Background: an optimization exercise with open tools, aiming at small area, a short achievable clock period and few clock cycles per item. Do not read the settings as production practice.
Only simulation tests tie the RTL to the original design; equivalence was not proved.

==> flow/design.v (outline; a module is shown in full before it is edited, if it fits) <==
// module lp2c_add: 34 lines
// module lidar_polar_to_cartesian_unit: 1413 lines
module lidar_polar_to_cartesian_unit (
    input  logic        clk,
    input  logic        rst_n,
    input  logic        cfg_we,
    input  logic [1:0]  cfg_addr,
    input  logic [31:0] cfg_wdata,
    input  logic        s_axis_tvalid,
    output logic        s_axis_tready,
    input  logic [23:0] s_axis_tdata,
    input  logic        s_axis_tuser,
    input  logic        s_axis_tlast,
    output logic        m_axis_tvalid,
    input  logic        m_axis_tready,
    output logic [55:0] m_axis_tdata,
    output logic        m_axis_tuser,
    output logic        m_axis_tlast
);
  // ...
==> flow/flow/run.sh <==
#!/bin/bash
# Own layout flow: the standard layout (standard.sh, unchanged synthesis and
# steps), with repair_timing asked to leave SETUP_SLACK_MARGIN ns of setup slack
# at the design's clock period, so that paths are sized for the period the
# design can reach rather than for the 10 ns constraint. The SDC, the clock
# period and every other setting stay the standard flow's.
set -euo pipefail
export SETUP_SLACK_MARGIN="${LP2C_SETUP_MARGIN:-6.5}"
bash standard.sh finish > standard_flow.log 2>&1
==> flow/standard.sh <==
#!/bin/bash
# synth_recipe.tcl (not shown) runs the flow's synth.tcl, then flattens the netlist and writes it again
# the make line also repeats each setting of config.mk as NAME=value (left out here)
make -C /OpenROAD-flow-scripts/flow DESIGN_CONFIG=/design/flow/config.mk WORK_HOME=/design/flow/orfs CLKGATE_MAP_FILE= SYNTH_SCRIPT=/design/flow/synth_recipe.tcl "${@:-finish}"
==> flow/config.mk <==
export PLATFORM = sky130hd
export DESIGN_NAME = lidar_polar_to_cartesian_unit
export DESIGN_NICKNAME = lidar_polar_to_cartesian_unit
export VERILOG_FILES = /design/flow/design.v
export SDC_FILE = /design/flow/constraint.sdc
export NUM_CORES = 4
export LEC_CHECK = 0
export ABC_AREA = 1
export CAP_MARGIN = 20
export CORE_MARGIN = 2
export CORE_UTILIZATION = 40
export SLEW_MARGIN = 20
==> flow/constraint.sdc <==
create_clock -name core_clock -period 10.0 [get_ports {clk}]
set_input_delay 2.0000 -clock core_clock [delete_from_list [all_inputs] [get_ports {clk}]]
set_output_delay 2.0000 -clock core_clock [all_outputs]
set_load 0.01 [all_outputs]
==> flow_summary_export.csv, run 1 <==
group,metric,value,unit
outcome,status,"no timing/DRC/antenna violations",
yosys,yosys_register_bits,2611,
sta,fmax,270,MHz
grt,grt-busiest-layer,"met2",
layout,dominant_cells,"multi-input combinational cells",
sta,slew_violations,0,
layout,buf_share,2.38,%
layout,layout-drive-gt1-share,5.74,%
worst_setup_path,crit_buf_inv,1,
hold_path,hold_path.class,"register to register",
worst_setup_path,reg2reg_depth,10,
floorplanning,die_area,478000,sq um
worst_setup_path,reg2reg_to,"pa2[27]",
yosys,synthArstFlopShare,6.55,%
place,place_ws,5060,ps
hold_path,hp-start,"lst[17]",
yosys,synth_fa_ha_area_share,16.3,%
yosys,synthCells,21082,
yosys,synth_edf_count,2440,
yosys,synth_mux_area_share,0.282,%
grt,grt_util_met1,20.7,%
clock_tree,tritoncts,"done",
worst_setup_path,rr_startpoint,"r1[22]",
yosys,synth.distinct_cells,66,
sta,finalWorstSetupSlack,6300,ps
worst_setup_path,critPathKind,"register to output port",
Testbench counts, summed over its fixed seeds: cycles 8,384, items 8,192.
==> run 2: changes to the inputs <==
--- a/flow/design.v
+++ b/flow/design.v
@@ -91,25 +91,25 @@
             at_start   <= 1'b1;
         end
         else if (acc)
         begin
             beam_angle <= next_angle;
             at_start   <= s_axis_tlast;
         end
     end
-    logic [23:1] vld;
-    logic [23:1] lst;
-    logic [23:2] pok;
+    logic [22:1] vld;
+    logic [22:1] lst;
+    logic [22:2] pok;
     always_ff @(posedge clk or negedge rst_n)
     begin
         if (!rst_n)
             vld <= '0;
         else if (adv)
-            vld <= {vld[22:1], s_axis_tvalid};
+            vld <= {vld[21:1], s_axis_tvalid};
     end
     logic [23:0] r1;
     logic        f1;
     logic [31:0] a1;
     always_ff @(posedge clk)
     begin
         if (adv)
         begin
@@ -878,59 +878,52 @@
             mag3   <= prod_n[55:16];
             sx3    <= sx2;
             sy3    <= sy2;
             z_1_3  <= z_1;
             pok[3] <= pok[2];
             lst[3] <= lst[2];
         end
     end
-    logic signed [40:0] x_1, y_1;
-    logic signed [29:0] z_1_4;
-    logic sb_1;    
-    logic [40:0] x1_n, y1_n;
-    lp2c_add #(.N(41)) u_negx (.a({1'b0, mag3} ^ {41{sx3}}), .b(41'd0), .cin(sx3), .s(x1_n));
-    lp2c_add #(.N(41)) u_negy (.a({1'b0, mag3} ^ {41{sy3}}), .b(41'd0), .cin(sy3), .s(y1_n));
-    always_ff @(posedge clk)
-    begin
-        if (adv)
-        begin
-            x_1    <= x1_n;
-            y_1    <= y1_n;
-            z_1_4  <= z_1_3;
-            sb_1   <= !z_1_3[29];
-            pok[4] <= pok[3];
-            lst[4] <= lst[3];
-        end
-    end
     logic signed [40:0] x_2, y_2;
     logic n_1;
     logic signed [40:0] dx_1, dy_1;
     logic [40:0] xs_1, ys_1;
-    assign n_1 = z_1_4[29];
-    assign dx_1 = y_1 >>> 1;
-    assign dy_1 = x_1 >>> 1;
-    lp2c_add #(.N(41)) u_x1 (.a(x_1), .b(dx_1 ^ {41{sb_1}}), .cin(sb_1), .s(xs_1));
-    lp2c_add #(.N(41)) u_y1 (.a(y_1), .b(dy_1 ^ {41{n_1}}), .cin(n_1), .s(ys_1));
+    assign n_1 = z_1_3[29];
+    logic [40:0] hx, hy, ux, uy, cx, cy;
+    logic        bx, by;
+    assign hx = {1'b0, mag3} ^ {41{sx3}};               
+    assign hy = {1'b0, mag3} ^ {41{sy3}};               
+    assign ux = {2'b0, mag3[39:1]} ^ {41{sy3 ^ !n_1}};    
+    assign bx = (sy3 & !mag3[0]) ^ !n_1;
+    assign uy = {2'b0, mag3[39:1]} ^ {41{sx3 ^ n_1}};     
+    assign by = (sx3 & !mag3[0]) ^ n_1;
+    logic [40:0] sx_cs, sy_cs;
+    assign sx_cs = hx ^ ux ^ {40'd0, bx};
+    assign cx    = {(hx[39:0] & ux[39:0]) | (hx[39:0] & {39'd0, bx}) | (ux[39:0] & {39'd0, bx}), 1'b0};
+    assign sy_cs = hy ^ uy ^ {40'd0, by};
+    assign cy    = {(hy[39:0] & uy[39:0]) | (hy[39:0] & {39'd0, by}) | (uy[39:0] & {39'd0, by}), 1'b0};
+    lp2c_add #(.N(41)) u_x1 (.a(sx_cs), .b(cx), .cin(sx3), .s(xs_1));
+    lp2c_add #(.N(41)) u_y1 (.a(sy_cs), .b(cy), .cin(sy3), .s(ys_1));
     logic signed [29:0] z_2;
     logic signed [29:0] zs_1, zp_1, zm_1;
     logic sb_2;
-    lp2c_add #(.N(30)) u_zp1 (.a(z_1_4), .b(~30'd316933406), .cin(1'b1), .s(zp_1));
-    lp2c_add #(.N(30)) u_zm1 (.a(z_1_4), .b(30'd316933406), .cin(1'b0), .s(zm_1));
+    lp2c_add #(.N(30)) u_zp1 (.a(z_1_3), .b(~30'd316933406), .cin(1'b1), .s(zp_1));
+    lp2c_add #(.N(30)) u_zm1 (.a(z_1_3), .b(30'd316933406), .cin(1'b0), .s(zm_1));
     assign zs_1 = n_1 ? zm_1 : zp_1;
     always_ff @(posedge clk)
     begin
         if (adv)
         begin
             x_2 <= xs_1;
             y_2 <= ys_1;
             z_2 <= zs_1[29:0];
             sb_2 <= !zs_1[29];
-            pok[5] <= pok[4];
-            lst[5] <= lst[4];
+            pok[4] <= pok[3];
+            lst[4] <= lst[3];
         end
     end
     logic signed [40:0] x_3, y_3;
     logic n_2;
     logic signed [40:0] dx_2, dy_2;
     logic [40:0] xs_2, ys_2;
     assign n_2 = z_2[29];
     assign dx_2 = y_2 >>> 2;
@@ -946,18 +939,18 @@
     always_ff @(posedge clk)
     begin
         if (adv)
         begin
             x_3 <= xs_2;
             y_3 <= ys_2;
             z_3 <= zs_2[28:0];
             sb_3 <= !zs_2[28];
-            pok[6] <= pok[5];
-            lst[6] <= lst[5];
+            pok[5] <= pok[4];
+            lst[5] <= lst[4];
         end
     end
     logic signed [40:0] x_4, y_4;
     logic n_3;
     logic signed [40:0] dx_3, dy_3;
     logic [40:0] xs_3, ys_3;
     assign n_3 = z_3[28];
     assign dx_3 = y_3 >>> 3;
@@ -973,18 +966,18 @@
     always_ff @(posedge clk)
     begin
         if (adv)
         begin
             x_4 <= xs_3;
             y_4 <= ys_3;
             z_4 <= zs_3[27:0];
             sb_4 <= !zs_3[27];
-            pok[7] <= pok[6];
-            lst[7] <= lst[6];
+            pok[6] <= pok[5];
+            lst[6] <= lst[5];
         end
     end
     logic signed [40:0] x_5, y_5;
     logic n_4;
     logic signed [40:0] dx_4, dy_4;
     logic [40:0] xs_4, ys_4;
     assign n_4 = z_4[27];
     assign dx_4 = y_4 >>> 4;
@@ -1000,18 +993,18 @@
     always_ff @(posedge clk)
     begin
         if (adv)
         begin
             x_5 <= xs_4;
             y_5 <= ys_4;
             z_5 <= zs_4[26:0];
             sb_5 <= !zs_4[26];
-            pok[8] <= pok[7];
-            lst[8] <= lst[7];
+            pok[7] <= pok[6];
+            lst[7] <= lst[6];
         end
     end
     logic signed [40:0] x_6, y_6;
     logic n_5;
     logic signed [40:0] dx_5, dy_5;
     logic [40:0] xs_5, ys_5;
     assign n_5 = z_5[26];
     assign dx_5 = y_5 >>> 5;
@@ -1027,18 +1020,18 @@
     always_ff @(posedge clk)
     begin
         if (adv)
         begin
             x_6 <= xs_5;
             y_6 <= ys_5;
             z_6 <= zs_5[25:0];
             sb_6 <= !zs_5[25];
-            pok[9] <= pok[8];
-            lst[9] <= lst[8];
+            pok[8] <= pok[7];
+            lst[8] <= lst[7];
         end
     end
     logic signed [40:0] x_7, y_7;
     logic n_6;
     logic signed [40:0] dx_6, dy_6;
     logic [40:0] xs_6, ys_6;
     assign n_6 = z_6[25];
     assign dx_6 = y_6 >>> 6;
@@ -1054,18 +1047,18 @@
     always_ff @(posedge clk)
     begin
         if (adv)
         begin
             x_7 <= xs_6;
             y_7 <= ys_6;
             z_7 <= zs_6[24:0];
             sb_7 <= !zs_6[24];
-            pok[10] <= pok[9];
-            lst[10] <= lst[9];
+            pok[9] <= pok[8];
+            lst[9] <= lst[8];
         end
     end
     logic signed [40:0] x_8, y_8;
     logic n_7;
     logic signed [40:0] dx_7, dy_7;
     logic [40:0] xs_7, ys_7;
     assign n_7 = z_7[24];
     assign dx_7 = y_7 >>> 7;
@@ -1081,18 +1074,18 @@
     always_ff @(posedge clk)
     begin
         if (adv)
         begin
             x_8 <= xs_7;
             y_8 <= ys_7;
             z_8 <= zs_7[23:0];
             sb_8 <= !zs_7[23];
-            pok[11] <= pok[10];
-            lst[11] <= lst[10];
+            pok[10] <= pok[9];
+            lst[10] <= lst[9];
         end
     end
     logic signed [40:0] x_9, y_9;
     logic n_8;
     logic signed [40:0] dx_8, dy_8;
     logic [40:0] xs_8, ys_8;
     assign n_8 = z_8[23];
     assign dx_8 = y_8 >>> 8;
@@ -1108,18 +1101,18 @@
     always_ff @(posedge clk)
     begin
         if (adv)
         begin
             x_9 <= xs_8;
             y_9 <= ys_8;
             z_9 <= zs_8[22:0];
             sb_9 <= !zs_8[22];
-            pok[12] <= pok[11];
-            lst[12] <= lst[11];
+            pok[11] <= pok[10];
+            lst[11] <= lst[10];
         end
     end
     logic signed [40:0] x_10, y_10;
     logic n_9;
     logic signed [40:0] dx_9, dy_9;
     logic [40:0] xs_9, ys_9;
     assign n_9 = z_9[22];
     assign dx_9 = y_9 >>> 9;
@@ -1135,18 +1128,18 @@
     always_ff @(posedge clk)
     begin
         if (adv)
         begin
             x_10 <= xs_9;
             y_10 <= ys_9;
             z_10 <= zs_9[21:0];
             sb_10 <= !zs_9[21];
-            pok[13] <= pok[12];
-            lst[13] <= lst[12];
+            pok[12] <= pok[11];
+            lst[12] <= lst[11];
         end
     end
     logic signed [40:0] x_11, y_11;
     logic n_10;
     logic signed [40:0] dx_10, dy_10;
     logic [40:0] xs_10, ys_10;
     assign n_10 = z_10[21];
     assign dx_10 = y_10 >>> 10;
@@ -1162,18 +1155,18 @@
     always_ff @(posedge clk)
     begin
         if (adv)
         begin
             x_11 <= xs_10;
             y_11 <= ys_10;
             z_11 <= zs_10[20:0];
             sb_11 <= !zs_10[20];
-            pok[14] <= pok[13];
-            lst[14] <= lst[13];
+            pok[13] <= pok[12];
+            lst[13] <= lst[12];
         end
     end
     logic signed [40:0] x_12, y_12;
     logic n_11;
     logic signed [40:0] dx_11, dy_11;
     logic [40:0] xs_11, ys_11;
     assign n_11 = z_11[20];
     assign dx_11 = y_11 >>> 11;
@@ -1189,18 +1182,18 @@
     always_ff @(posedge clk)
     begin
         if (adv)
         begin
             x_12 <= xs_11;
             y_12 <= ys_11;
             z_12 <= zs_11[19:0];
             sb_12 <= !zs_11[19];
-            pok[15] <= pok[14];
-            lst[15] <= lst[14];
+            pok[14] <= pok[13];
+            lst[14] <= lst[13];
         end
     end
     logic signed [40:0] x_13, y_13;
     logic n_12;
     logic signed [40:0] dx_12, dy_12;
     logic [40:0] xs_12, ys_12;
     assign n_12 = z_12[19];
     assign dx_12 = y_12 >>> 12;
@@ -1216,18 +1209,18 @@
     always_ff @(posedge clk)
     begin
         if (adv)
         begin
             x_13 <= xs_12;
             y_13 <= ys_12;
             z_13 <= zs_12[18:0];
             sb_13 <= !zs_12[18];
-            pok[16] <= pok[15];
-            lst[16] <= lst[15];
+            pok[15] <= pok[14];
+            lst[15] <= lst[14];
         end
     end
     logic signed [40:0] x_14, y_14;
     logic n_13;
     logic signed [40:0] dx_13, dy_13;
     logic [40:0] xs_13, ys_13;
     assign n_13 = z_13[18];
     assign dx_13 = y_13 >>> 13;
@@ -1243,18 +1236,18 @@
     always_ff @(posedge clk)
     begin
         if (adv)
         begin
             x_14 <= xs_13;
             y_14 <= ys_13;
             z_14 <= zs_13[17:0];
             sb_14 <= !zs_13[17];
-            pok[17] <= pok[16];
-            lst[17] <= lst[16];
+            pok[16] <= pok[15];
+            lst[16] <= lst[15];
         end
     end
     logic signed [40:0] x_15, y_15;
     logic n_14;
     logic signed [40:0] dx_14, dy_14;
     logic [40:0] xs_14, ys_14;
     assign n_14 = z_14[17];
     assign dx_14 = y_14 >>> 14;
@@ -1270,18 +1263,18 @@
     always_ff @(posedge clk)
     begin
         if (adv)
         begin
             x_15 <= xs_14;
             y_15 <= ys_14;
             z_15 <= zs_14[16:0];
             sb_15 <= !zs_14[16];
-            pok[18] <= pok[17];
-            lst[18] <= lst[17];
+            pok[17] <= pok[16];
+            lst[17] <= lst[16];
         end
     end
     logic signed [40:0] x_16, y_16;
     logic n_15;
     logic signed [40:0] dx_15, dy_15;
     logic [40:0] xs_15, ys_15;
     assign n_15 = z_15[16];
     assign dx_15 = y_15 >>> 15;
@@ -1297,18 +1290,18 @@
     always_ff @(posedge clk)
     begin
         if (adv)
         begin
             x_16 <= xs_15;
             y_16 <= ys_15;
             z_16 <= zs_15[15:0];
             sb_16 <= !zs_15[15];
-            pok[19] <= pok[18];
-            lst[19] <= lst[18];
+            pok[18] <= pok[17];
+            lst[18] <= lst[17];
         end
     end
     logic signed [40:0] x_17, y_17;
     logic n_16;
     logic signed [40:0] dx_16, dy_16;
     logic [40:0] xs_16, ys_16;
     assign n_16 = z_16[15];
     assign dx_16 = y_16 >>> 16;
@@ -1324,18 +1317,18 @@
     always_ff @(posedge clk)
     begin
         if (adv)
         begin
             x_17 <= xs_16;
             y_17 <= ys_16;
             z_17 <= zs_16[14:0];
             sb_17 <= !zs_16[14];
-            pok[20] <= pok[19];
-            lst[20] <= lst[19];
+            pok[19] <= pok[18];
+            lst[19] <= lst[18];
         end
     end
     logic signed [40:0] x_18, y_18;
     logic n_17;
     logic signed [40:0] dx_17, dy_17;
     logic [40:0] xs_17, ys_17;
     assign n_17 = z_17[14];
     assign dx_17 = y_17 >>> 17;
@@ -1351,18 +1344,18 @@
     always_ff @(posedge clk)
     begin
         if (adv)
         begin
             x_18 <= xs_17;
             y_18 <= ys_17;
             z_18 <= zs_17[13:0];
             sb_18 <= !zs_17[13];
-            pok[21] <= pok[20];
-            lst[21] <= lst[20];
+            pok[20] <= pok[19];
+            lst[20] <= lst[19];
         end
     end
     logic signed [40:0] x_19, y_19;
     logic n_18;
     logic signed [40:0] dx_18, dy_18;
     logic [40:0] xs_18, ys_18;
     assign n_18 = z_18[13];
     assign dx_18 = y_18 >>> 18;
@@ -1378,18 +1371,18 @@
     always_ff @(posedge clk)
     begin
         if (adv)
         begin
             x_19 <= xs_18;
             y_19 <= ys_18;
             z_19 <= zs_18[12:0];
             sb_19 <= !zs_18[12];
-            pok[22] <= pok[21];
-            lst[22] <= lst[21];
+            pok[21] <= pok[20];
+            lst[21] <= lst[20];
         end
     end
     logic signed [40:0] x_20, y_20;
     logic n_19;
     logic signed [40:0] dx_19, dy_19;
     logic [40:0] xs_19, ys_19;
     assign n_19 = z_19[12];
     assign dx_19 = y_19 >>> 19;
@@ -1397,29 +1390,29 @@
     lp2c_add #(.N(41)) u_x19 (.a(x_19), .b(dx_19 ^ {41{sb_19}}), .cin(sb_19), .s(xs_19));
     lp2c_add #(.N(41)) u_y19 (.a(y_19), .b(dy_19 ^ {41{n_19}}), .cin(n_19), .s(ys_19));
     always_ff @(posedge clk)
     begin
         if (adv)
         begin
             x_20 <= xs_19;
             y_20 <= ys_19;
-            pok[23] <= pok[22];
-            lst[23] <= lst[22];
+            pok[22] <= pok[21];
+            lst[22] <= lst[21];
         end
     end
     logic [24:0] rx, ry;
     logic [51:0] pt;     
     lp2c_add #(.N(25)) u_rx (.a(x_20[40:16]), .b(25'd0), .cin(x_20[15]), .s(rx));
     lp2c_add #(.N(25)) u_ry (.a(y_20[40:16]), .b(25'd0), .cin(y_20[15]), .s(ry));
-    assign pt = {pok[23], lst[23], pok[23] ? ry : 25'd0, pok[23] ? rx : 25'd0};
+    assign pt = {pok[22], lst[22], pok[22] ? ry : 25'd0, pok[22] ? rx : 25'd0};
     logic        m_vld, k_vld;
     logic [51:0] m_pt, k_pt;
     logic        push, pop;
-    assign push = adv && vld[23];
+    assign push = adv && vld[22];
     assign pop  = m_vld && m_axis_tready;
     logic k_vld_n;
     assign k_vld_n = (pop || !m_vld) ? (k_vld && push) : (k_vld || push);
     always_ff @(posedge clk or negedge rst_n)
     begin
         if (!rst_n)
         begin
             m_vld <= 1'b0;
==> flow/flow/run.sh (replaced) <==
#!/bin/bash
# Own layout flow: the standard layout (standard.sh, unchanged synthesis and
# steps), with repair_timing asked to leave SETUP_SLACK_MARGIN ns of setup slack
# at the design's clock period, so that paths are sized for the period the
# design can reach rather than for the 10 ns constraint. The SDC, the clock
# period and every other setting stay the standard flow's.
set -euo pipefail
export SETUP_SLACK_MARGIN="${LP2C_SETUP_MARGIN:-6.2}"
bash standard.sh finish > standard_flow.log 2>&1
==> flow/config.mk (replaced) <==
export PLATFORM = sky130hd
export DESIGN_NAME = lidar_polar_to_cartesian_unit
export DESIGN_NICKNAME = lidar_polar_to_cartesian_unit
export VERILOG_FILES = /design/flow/design.v
export SDC_FILE = /design/flow/constraint.sdc
export NUM_CORES = 4
export LEC_CHECK = 0
export CAP_MARGIN = 20
export CORE_MARGIN = 2
export CORE_UTILIZATION = 40
export SLEW_MARGIN = 20
==> flow_summary_export.csv, run 2 <==
group,metric,value,unit
outcome,status,"no timing/DRC/antenna violations",
clock_tree,path_clk_slew,60,ps
floorplanning,start_util,40.2,%
worst_setup_path,worstPathArrival,5520,ps
floorplanning,core,421000,sq um
hold_path,hold_path.class,"register to register",
layout,fin_nets,18059,
grt,grt-busiest-layer,"met2",
sta,finalSetupTns,0,ps
layout,syn2layout_area_growth,19.4,%
sta,fin_crit,4830,ps
yosys,synth_area_leaders,"edfxtp_1, ha_1, xor2_1",
sta,slew_headroom,13.7,%
clock_tree,cts_root_buf,"clkbuf_16",
grt,grt_pass1_vias,109799,
layout,reg_top3,"k_pt x52, m_pt x52, pa2 x52",
yosys,yosys_register_bits,2495,
yosys,syn-mean-instance-area,11.6,sq um
clock_tree,h-tree-depth,5,
sta,worst-slew-pin-transition,1280,ps
clock_tree,holdBufCountCts,0,
detailed_routing,via_per_inst,5.14,
worst_setup_path,end_kind,"register",
layout,fillers,37801,
layout,final_common_cell,"edfxtp_1",
yosys,yosysTopAreaCell,"edfxtp_1",
grt,grt_overflow_total,0,
detailed_routing,ant_nets,0,
sta,slew_violations,0,
layout,layout-drive-gt1-share,16.0,%
grt,use_met3,1.84,%
layout,utilization,48.0,%
yosys,synthArstFlopShare,6.81,%
clock_tree,clk_latency,950,ps
detailed_routing,avgRoutedWirePerCell,19.3,microns
floorplanning,num_rows,238,
yosys,yosysWarnings,1,
place,placed_area,178000,sq um
sta,clock_skew,48.6,ps
floorplanning,die_area,429000,sq um
sta,rsz0062_at_grt,"yes",
sta,fmax,207,MHz
detailed_routing,drt-pass1-iter-count,5,
job,drv_cap,0,
grt,grt_max_degree,240,
detailed_routing,drc,0,
detailed_routing,dr.first_iter.drc_count,6782,
layout,multi_input_area,96100,sq um
floorplanning,die_h,655,microns
clock_tree,cts_sinks,2495,
yosys,synth_edf_count,2325,
grt,grt.total_usage,18.6,%
clock_tree,cts_buffers,296,
sta,hold_viol,0,
grt,antenna_found_initial,10,
worst_setup_path,worstPathRequired,10700,ps
grt,grt_util_met1,24.8,%
sta,setup_viol,0,
worst_setup_path,start_kind,"register",
clock_tree,cts_buffer_depth,4,
place,place_congestion,0.871,
detailed_routing,finalWirelength,416,mm
grt,met2_usage,31.4,%
worst_setup_path,cp_max_fo,4,
floorplanning,dieWidth,655,microns
layout,design_area,202000,sq um
yosys,yosysTopAreaCellShare,41.2,%
sta,fin_crit_sh,48.3,%
yosys,netlist_area,169000,sq um
clock_tree,tritoncts,"done",
worst_setup_path,critPathKind,"register to register",
yosys,synthCells,14620,
grt,grt_first_pass_wirelength,626,mm
yosys,yosysMostFrequentCell,"edfxtp_1",
layout,seqCellArea,74100,sq um
yosys,synthFlopType,"edfxtp_1",
yosys,synth_common_cells,"edfxtp_1, ha_1, xor2_1",
yosys,synth.distinct_cells,100,
detailed_routing,vias,111106,
layout,mostFrequentLayoutCells,"edfxtp_1, ha_1, xor2_1",
floorplanning,num_io_pins,125,
place,dpl.hpwl,291,mm
place,portBuffers,118,
yosys,ys_seq_area_share,43.7,%
==> run 2: cell types whose count changed after synthesis, sizes merged, moves of 128 or more <==
| cell | change |
|---|---|
| nand2 | -4851 |
| inv | -1853 |
| nand3 | -1120 |
| a21oi | -661 |
| xnor2 | +510 |
| a21o | +319 |
| o21a | +283 |
| xor2 | -241 |
| nor2b | +223 |
| mux2 | +206 |
| nor3 | +162 |
| nand2b | +148 |
| o21ai | -128 |
==> run 2: kinds of logic after synthesis <==
| kind of cell | count (synthesis) | synth area share (%) |
|---|---|---|
| buffers and inverters | 1387 | 3.09 |
| XOR/XNOR | 2700 | 14.0 |
| multiplexers | 378 | 2.40 |
| adder cells (fa/ha/maj) | 2277 | 18.7 |
| AO/OA/AOI/OAI | 2543 | 9.83 |
| AND/OR/NAND/NOR | 2839 | 8.30 |
| flip-flops | 2495 | 43.7 |
| other | 1 | 0.00221 |
==> run 2: path summary, 6_finish.rpt <==
path | startpoint | to | slack [ps] | cells after the start
hold / removal | z_1[17] | z_1_3[17] | 410 | 0
setup reg to reg | sx3 | y_2[40] | 5170 | 20
max in group asynchronous | rst_n | cfg_step[7] | 7340 | 2
min in group asynchronous | rst_n | cfg_step[26] | 1140 | 1
setup / recovery | sx3 | y_2[40] | 5170 | 20
hold reg to reg | z_1[17] | z_1_3[17] | 410 | 0
==> run 2: critical path: stages, from the launching register on <==
cell	delay, ps
edfxtp_1	420
buf_12	170
xnor2_4	150
buf_12	140
xor2_2	140
fa_1	520
inv_2	50
ha_4	150
fa_2	340
a21o_1	170
a21o_1	190
a2111oi_4	430
o31ai_4	150
a21oi_4	210
o31ai_4	100
a221oi_2	240
buf_4	170
o41ai_4	100
or4_4	450
a31oi_2	190
xnor2_1	80
==> run 2: metal layers <==
layer,vias up,part of all wire (%),routed length (microns)
li1,54395,-,-
met1,54338,45,187000
met2,1764,48,198000
met3,609,3.4,14300
met4,0,4.0,16500
met5,-,0,0
==> run 2: stage by stage <==
| step | std cells | hold slack [ps] | setup WS, ps |
|---|---|---|---|
| after floorplan | 14625 | 400 | 3190 |
| after global placement | 20273 | 401 | 3420 |
| after detailed placement | 20273 | 405 | 3480 |
| after CTS | 21232 | 407 | 5220 |
| after global routing | 21602 | 417 | 4930 |
| final | 21606 | 408 | 5170 |
==> run 2: layout make-up <==
type	count	share of cell area, %
flip-flops and latches	2495	36.6
well taps	5640	3.49
inverters	1138	2.14
multi-input cells	10743	47.5
clock inverters	165	0.862
repair buffers	1043	5.46
clock buffers	373	3.93
diodes	9	0.0111
==> run 2: what timing repair did <==
| item | in CTS | in global routing |
|---|---|---|
| pin swaps | 402 | 545 |
| setup buffers | 365 | 349 |
| resized for setup | 927 | 681 |
| setup endpoints to repair | 887 | 451 |
| cloned | 56 | 16 |
Testbench counts of run 2, summed over its fixed seeds: cycles 8,376, items 8,192.
==> run 3: changes to the inputs <==
--- a/flow/config.mk
+++ b/flow/config.mk
@@ -7,5 +7,8 @@
 export LEC_CHECK = 0
 export CAP_MARGIN = 20
 export CORE_MARGIN = 2
-export CORE_UTILIZATION = 40
+export CORE_UTILIZATION = 55
+export CTS_CLUSTER_DIAMETER = 80
+export CTS_CLUSTER_SIZE = 30
+export PLACE_DENSITY = 0.7
 export SLEW_MARGIN = 20
==> flow_summary_export.csv, run 3 <==
group,metric,value,unit
outcome,status,"no timing/DRC/antenna violations",
detailed_routing,dr.first_iter.drc_count,7713,
layout,utilization,63.6,%
place,portBuffers,118,
worst_setup_path,cp_max_fo,4,
grt,antenna_found_initial,2,
sta,hold_viol,0,
clock_tree,cts_root_buf,"clkbuf_16",
sta,finalSetupTns,0,ps
layout,layout-drive-gt1-share,14.3,%
clock_tree,cts_buffers,150,
sta,fin_crit,4930,ps
sta,clock_skew,73.1,ps
clock_tree,clk_latency,890,ps
worst_setup_path,critPathKind,"register to register",
clock_tree,path_clk_slew,110,ps
worst_setup_path,worstPathRequired,10610,ps
yosys,yosys_register_bits,2495,
sta,fin_crit_sh,49.3,%
worst_setup_path,rr_startpoint,"sx3",
job,drv_cap,0,
yosys,yosysMostFrequentCell,"edfxtp_1",
yosys,synth_edf_count,2325,
sta,hold_ws,403,ps
sta,fmax,203,MHz
detailed_routing,vias,110818,
detailed_routing,avgRoutedWirePerCell,19.7,microns
detailed_routing,finalWirelength,389,mm
detailed_routing,drc,0,
grt,grt.total_usage,23.6,%
layout,mostFrequentLayoutCells,"edfxtp_1, ha_1, xor2_1",
worst_setup_path,crit_chain,"buf_12 > xnor2_4 > buf_12 > xor2_2 > fa_1 > inv_1 > ha_2 > fa_2 > a21o_1 > a21o_1 > a2111oi_4 > o31ai_4 > a21oi_2 > o31ai_1 > buf_4 > a221oi_4 > o41ai_4 > or4_4 > a31oi_4 > xnor2_1",
yosys,yosysWarnings,1,
floorplanning,die_h,559,microns
sta,setup_viol,0,
yosys,synth_common_cells,"edfxtp_1, ha_1, xor2_1",
yosys,yosysTopAreaCell,"edfxtp_1",
worst_setup_path,end_kind,"register",
layout,syn2layout_area_growth,14.9,%
clock_tree,cts_sinks,2495,
yosys,netlist_area,169000,sq um
yosys,yosysTopAreaCellShare,41.2,%
floorplanning,die_area,312000,sq um
layout,reg_top3,"k_pt x52, m_pt x52, pa2 x52",
grt,grt_overflow_total,0,
detailed_routing,via_per_inst,5.62,
grt,grt_util_met1,31.5,%
hold_path,hold_path.class,"register to register",
layout,fin_nets,17842,
place,dpl.hpwl,272,mm
floorplanning,num_rows,203,
worst_setup_path,worstPathArrival,5540,ps
sta,slew_violations,0,
place,place_congestion,0.883,
hold_path,hp-start,"z_3[1]",
clock_tree,holdBufCountCts,0,
clock_tree,cts_buffer_depth,4,
yosys,synthCells,14620,
grt,grt_first_pass_wirelength,591,mm
floorplanning,num_io_pins,125,
grt,met2_usage,41.4,%
sta,worst-slew-pin-transition,1110,ps
worst_setup_path,slowest_stage,"fa_1",
yosys,synth.distinct_cells,100,
worst_setup_path,setup.worst_path.start,"sx3",
worst_setup_path,slowest_delay,490,ps
floorplanning,start_util,55.3,%
sta,slew_headroom,26.0,%
clock_tree,h-tree-depth,4,
worst_setup_path,start_kind,"register",
yosys,synthFlopType,"edfxtp_1",
place,place_ws,3500,ps
sta,finalWorstSetupSlack,5070,ps
clock_tree,tritoncts,"done",
sta,rsz0062_at_grt,"yes",
yosys,synthArstFlopShare,6.81,%
detailed_routing,ant_nets,0,
grt,grt-busiest-layer,"met2",
floorplanning,core,306000,sq um
detailed_routing,drt-pass1-iter-count,5,
yosys,ys_seq_area_share,43.7,%
grt,grt_max_degree,173,
floorplanning,dieWidth,559,microns
grt,grt_pass1_vias,108165,
layout,final_common_cell,"edfxtp_1",
yosys,synth_area_leaders,"edfxtp_1, ha_1, xor2_1",
yosys,syn-mean-instance-area,11.6,sq um
grt,use_met3,2.23,%
run 3: cell count changes in the layout (fill, tap and decap cells not counted), sizes merged:
cell	previous run	this run
clkbuf	387	184
clkinv	126	42
buf	878	806
inv	1137	1182
bufinv	26	8
diode	9	1
bufbuf	34	29
clkinvlp	14	10
run 3: per-layer routing:
metal	vias to the layer above	wire length (microns)
li1	53775	-
met1	54525	168000
met2	2025	195000
met3	493	16300
met4	0	8920
met5	-	0
run 3: area by class of cell:
| cell class | count | area, sq um |
|---|---|---|
| fill | 23449 | 112000 |
| multi-input combinational | 10743 | 95400 |
| sequential | 2495 | 74100 |
| timing repair buffer | 972 | 10200 |
| tap | 4100 | 5130 |
| inverter | 1138 | 4310 |
| clock buffer | 164 | 3960 |
| clock inverter | 104 | 1410 |
| antenna | 1 | 2.50 |
run 3: what timing repair did:
| action | CTS | global route |
|---|---|---|
| setup endpoints to repair | 775 | 435 |
| buffers inserted | 343 | 334 |
| gates resized for setup | 795 | 657 |
| gates cloned | 50 | 21 |
| pin swaps | 299 | 510 |
run 3: logic make-up after synthesis:
kind of cell	count (synthesis)	synth area share, %
mux	378	2.40
fa+ha+maj	2277	18.7
other cells	1	0.00221
simple gates	2839	8.30
compound gates	2543	9.83
xor+xnor	2700	14.0
buf+inv	1387	3.09
flops	2495	43.7
run 3: path summary, 6_finish.rpt:
path                          endpoint  slack, ps  cells past startpoint
max                            y_2[40]       5070                     20
min                             z_4[1]        400                      0
max reg2reg                    y_2[40]       5070                     20
min reg2reg                     z_4[1]        400                      0
max in group asynchronous  cfg_step[9]       7070                      3
min in group asynchronous       vld[5]       1070                      1
run 3: through the flow:
step,cells,cell area (sq um)
after floorplan,14625,169000
after global placement,18700,176000
after detailed placement,18700,176000
after CTS,19361,188000
after global routing,19717,195000
final,19717,195000
run 3: worst max-delay path: cells and delay by family (launching register included):
kind / cells / cell delay [ps]
compound gates: 9 / 1920
fa+ha+maj: 3 / 990
buf+inv: 4 / 500
simple gates: 1 / 450
flops: 1 / 430
xor+xnor: 3 / 350

## afterwards: timing with drivers on the ports
In the flow no input, the clock included, has a driving cell. The finished layouts below were timed again as built, in two steps. Step 1 assumes that a clkbuf_16 drives the clock port and a buf_2 every other input. Step 2 times the ports against the registers' clock, not the clock port: input delays grow and output delays shrink by t, the midpoint of the rising clock arrivals with the driver on. a / b / c = ideal ports / drivers / drivers and shift; a / b = the first two.
run	t (ns)	setup slack, ns	hold slack, ns
run 1	1.067	6.301 / 6.182 / 5.929	0.381 / 0.381 / 0.381
run 2	1.032	5.172 / 5.172 / 5.172	0.408 / 0.408 / 0.408
run 3	0.961	5.072 / 5.072 / 5.072	0.403 / 0.403 / 0.403
After both steps every run listed still meets setup and hold. For run 1, which loses most, drivers alone change the setup slack by -0.119 ns; drivers and shift together by -0.372 ns.
